From an optimization exercise on the open Yosys and OpenROAD flow, aimed at small area and a short achievable clock period; shortcuts taken in it are not production practice. In this exercise RTL edits were held to simulation tests only and were not proved equivalent to the original.

==> run F <==
==> flow/design.v (excerpt) <==
module conv_top (
    input  logic                 clk,
    input  logic                 rst_n,
    input  logic                 in_valid,
    input  logic [2-1:0][8-1:0] in_data,
    input  logic                 coef_wr,
    input  conv_pkg::chan_idx_t  coef_chan,
    input  conv_pkg::tap_idx_t   coef_addr,
    input  conv_pkg::coeff_t     coef_data,
    output logic                 out_valid,
    output logic [2-1:0][24-1:0] out_data
);
Settings: LEC_CHECK=0, ABC_CLOCK_PERIOD_IN_PS=3000, CAP_MARGIN=20, CORE_MARGIN=2, CORE_UTILIZATION=60, CTS_CLUSTER_DIAMETER=120, CTS_CLUSTER_SIZE=24, SETUP_SLACK_MARGIN=4.5, SLEW_MARGIN=20, TNS_END_PERCENT=100; clock period 7.5 ns.
standard.sh (not shown) runs the stock make flow with config.mk's settings and CLKGATE_MAP_FILE= SYNTH_SCRIPT=/design/flow/synth_recipe.tcl, a recipe that flattens the netlist after the stock synthesis.
==> flow/flow/run.sh <==
#!/bin/bash
# Standard layout, with one netlist clean-up between synthesis and floorplan:
# flow/polarity.py flips full-adder cells (a full adder fed complemented
# inputs gives complemented outputs) to drop the inverters synthesis leaves
# between them. Registers and every other cell are untouched.
set -euo pipefail
R=orfs/results/$FLOW_PLATFORM/conv_top/base
bash standard.sh synth > synth.log 2>&1
cp $R/1_2_yosys.v synth_netlist.v
python3 flow/polarity.py synth_netlist.v $R/1_2_yosys.v > polarity.log 2>&1
bash standard.sh finish > layout.log 2>&1
Other scripts of this flow, unchanged in this note and not shown: flow/flow/polarity.py
==> inputs of run Z, as changes to run F <==
Settings changed: CAP_MARGIN 20 to 10, CORE_UTILIZATION 60 to 70, SETUP_SLACK_MARGIN 4.5 to 4.3, SLEW_MARGIN 20 to 10.
==> inputs of run D, as changes to run F <==
Settings changed: CORE_UTILIZATION 60 to 40, CTS_CLUSTER_DIAMETER 120 to default, CTS_CLUSTER_SIZE 24 to default, SETUP_SLACK_MARGIN 4.5 to 4.3.
==> summary of the runs <==
The highest clock skew belongs to run D, the lowest to run Z. Critical path depth is the same in run F and run D. The lowest register-to-register slack belongs to run Z, the highest to run F. In run F the sequential share of layout area is lower than in run Z, by 1.3 points. Clock-buffer cell count, highest first: run D, run F, run Z. Sequential cell count is the same in run F and run Z. Non-clock buffer count: run D < run Z < run F. Of run D and run Z, run D has the higher cell count (gap about 15%, measured against run Z).
==> figures <==
metric	run F	run Z	run D
Hold wc startpoint	g_ch[1].mac_i.r3_0_0$_DFF_P_	g_ch[0].xr[0]$_DFF_P_	lat[3]$_DFF_P_
Total Routing Usage GR	38.6%	46.2%	25.2%
Worst flop-to-flop path endpoint	g_ch[1].mac_i.r2_10_125$_DFF_P_	g_ch[0].mac_i.r2_7_66$_DFF_P_	g_ch[0].mac_i.r2_5_34$_DFF_P_
Minimum period implied by the final worst setup slack	3.21 ns	3.37 ns	3.24 ns
Number of non-clock buffers	750	554	444
Final-layout worst hold slack	0.334 ns	0.337 ns	0.324 ns
Filler Cell Count	12400	8660	23100
Number of instances resized during post-cts repair	718	152	171
Cell count after placement	10000	9707	11200
Cell Rows	153	142	188
Area taken by flip-flops and latches	48200 sq um	48100 sq um	48100 sq um
Critical path's largest stage delay	0.73 ns	0.68 ns	0.70 ns
End-of-flow core utilization	68.5%	77.2%	45.9%
Status	timing/DRC/antenna clean	timing/DRC/antenna clean	timing/DRC/antenna clean
Period utilization	42.9%	45.0%	43.1%
Number of antenna violations at the first check in global routing	31	36	34

* * *

==> inputs of run a <==
conv_top, a different RTL version from the one above (not shown whole).
export LEC_CHECK = 0
export ABC_CLOCK_PERIOD_IN_PS = 3000
export CAP_MARGIN = 20
export CORE_MARGIN = 2
export CORE_UTILIZATION = 60
export CTS_CLUSTER_DIAMETER = 120
export CTS_CLUSTER_SIZE = 24
export SETUP_SLACK_MARGIN = 4.5
export SLEW_MARGIN = 20
export TNS_END_PERCENT = 100
create_clock -name core_clock -period 7.5 [get_ports {clk}]
Scripts as last shown in full above: flow/flow/run.sh
Other scripts of this flow, unchanged in this note and not shown: flow/flow/polarity.py
==> run b (differences from run a) <==
Settings changed: ABC_CLOCK_PERIOD_IN_PS 3000 to 2900, SETUP_SLACK_MARGIN 4.5 to 4.6.
==> run c (differences from run a) <==
Settings changed: ABC_CLOCK_PERIOD_IN_PS 3000 to 2800, SETUP_SLACK_MARGIN 4.5 to 4.75.
==> summary of the runs <==
Run b completed with no timing, DRC or antenna violations. Run a completed with no timing, DRC or antenna violations. Run c completed without violations. Non-clock buffer count: run c > run b > run a. Synthesized area is the same in run c and run b. Critical path depth is the same in run c and run b. Between run c and run b, the lower core utilization is in run b (gap 1.4 points).

[what the ideal ports hide]
The results above use ideal ports. As a check the final layouts listed here were re-extracted and re-timed, cells and wires unchanged.
Step 1 (the two cells are an assumption about what drives the block):
set clk [get_ports {clk}]
set_driving_cell -lib_cell sky130_fd_sc_hd__clkbuf_16 $clk
set_driving_cell -lib_cell sky130_fd_sc_hd__buf_2 [delete_from_list [all_inputs] $clk]
Step 2 moves the port delays by t, midway between the first and last clock arrival at a register: inputs arrive t later, outputs are due t later. That takes back most of the time a late clock gives input paths.
Three values: ideal, step 1, step 2; two values: the first two.
run	t, ns	setup WS [ns]	hold WS [ns]	clock arrival spread, ns	worst data-port slew with drivers (ns)
run F	0.836	4.286 / 4.286 / 4.286	0.334 / 0.334 / 0.334	0.047 / 0.047	0.05
run Z	0.823	4.129 / 4.129 / 4.129	0.337 / 0.337 / 0.337	0.043 / 0.043	0.06
run D	0.964	4.264 / 4.264 / 4.174	0.324 / 0.324 / 0.324	0.056 / 0.055	0.07
run a	0.853	4.379 / 4.379 / 4.287	0.339 / 0.339 / 0.339	0.060 / 0.061	0.05
run b	0.862	4.535 / 4.535 / 4.282	0.338 / 0.338 / 0.338	0.061 / 0.060	0.05
run c	0.853	4.552 / 4.552 / 4.325	0.338 / 0.338 / 0.338	0.054 / 0.054	0.05
After both steps every run listed still meets setup and hold. For run b, which loses most, drivers alone change the setup slack by 0.000 ns; drivers and shift together by -0.253 ns. Setup slack includes reset recovery checks.
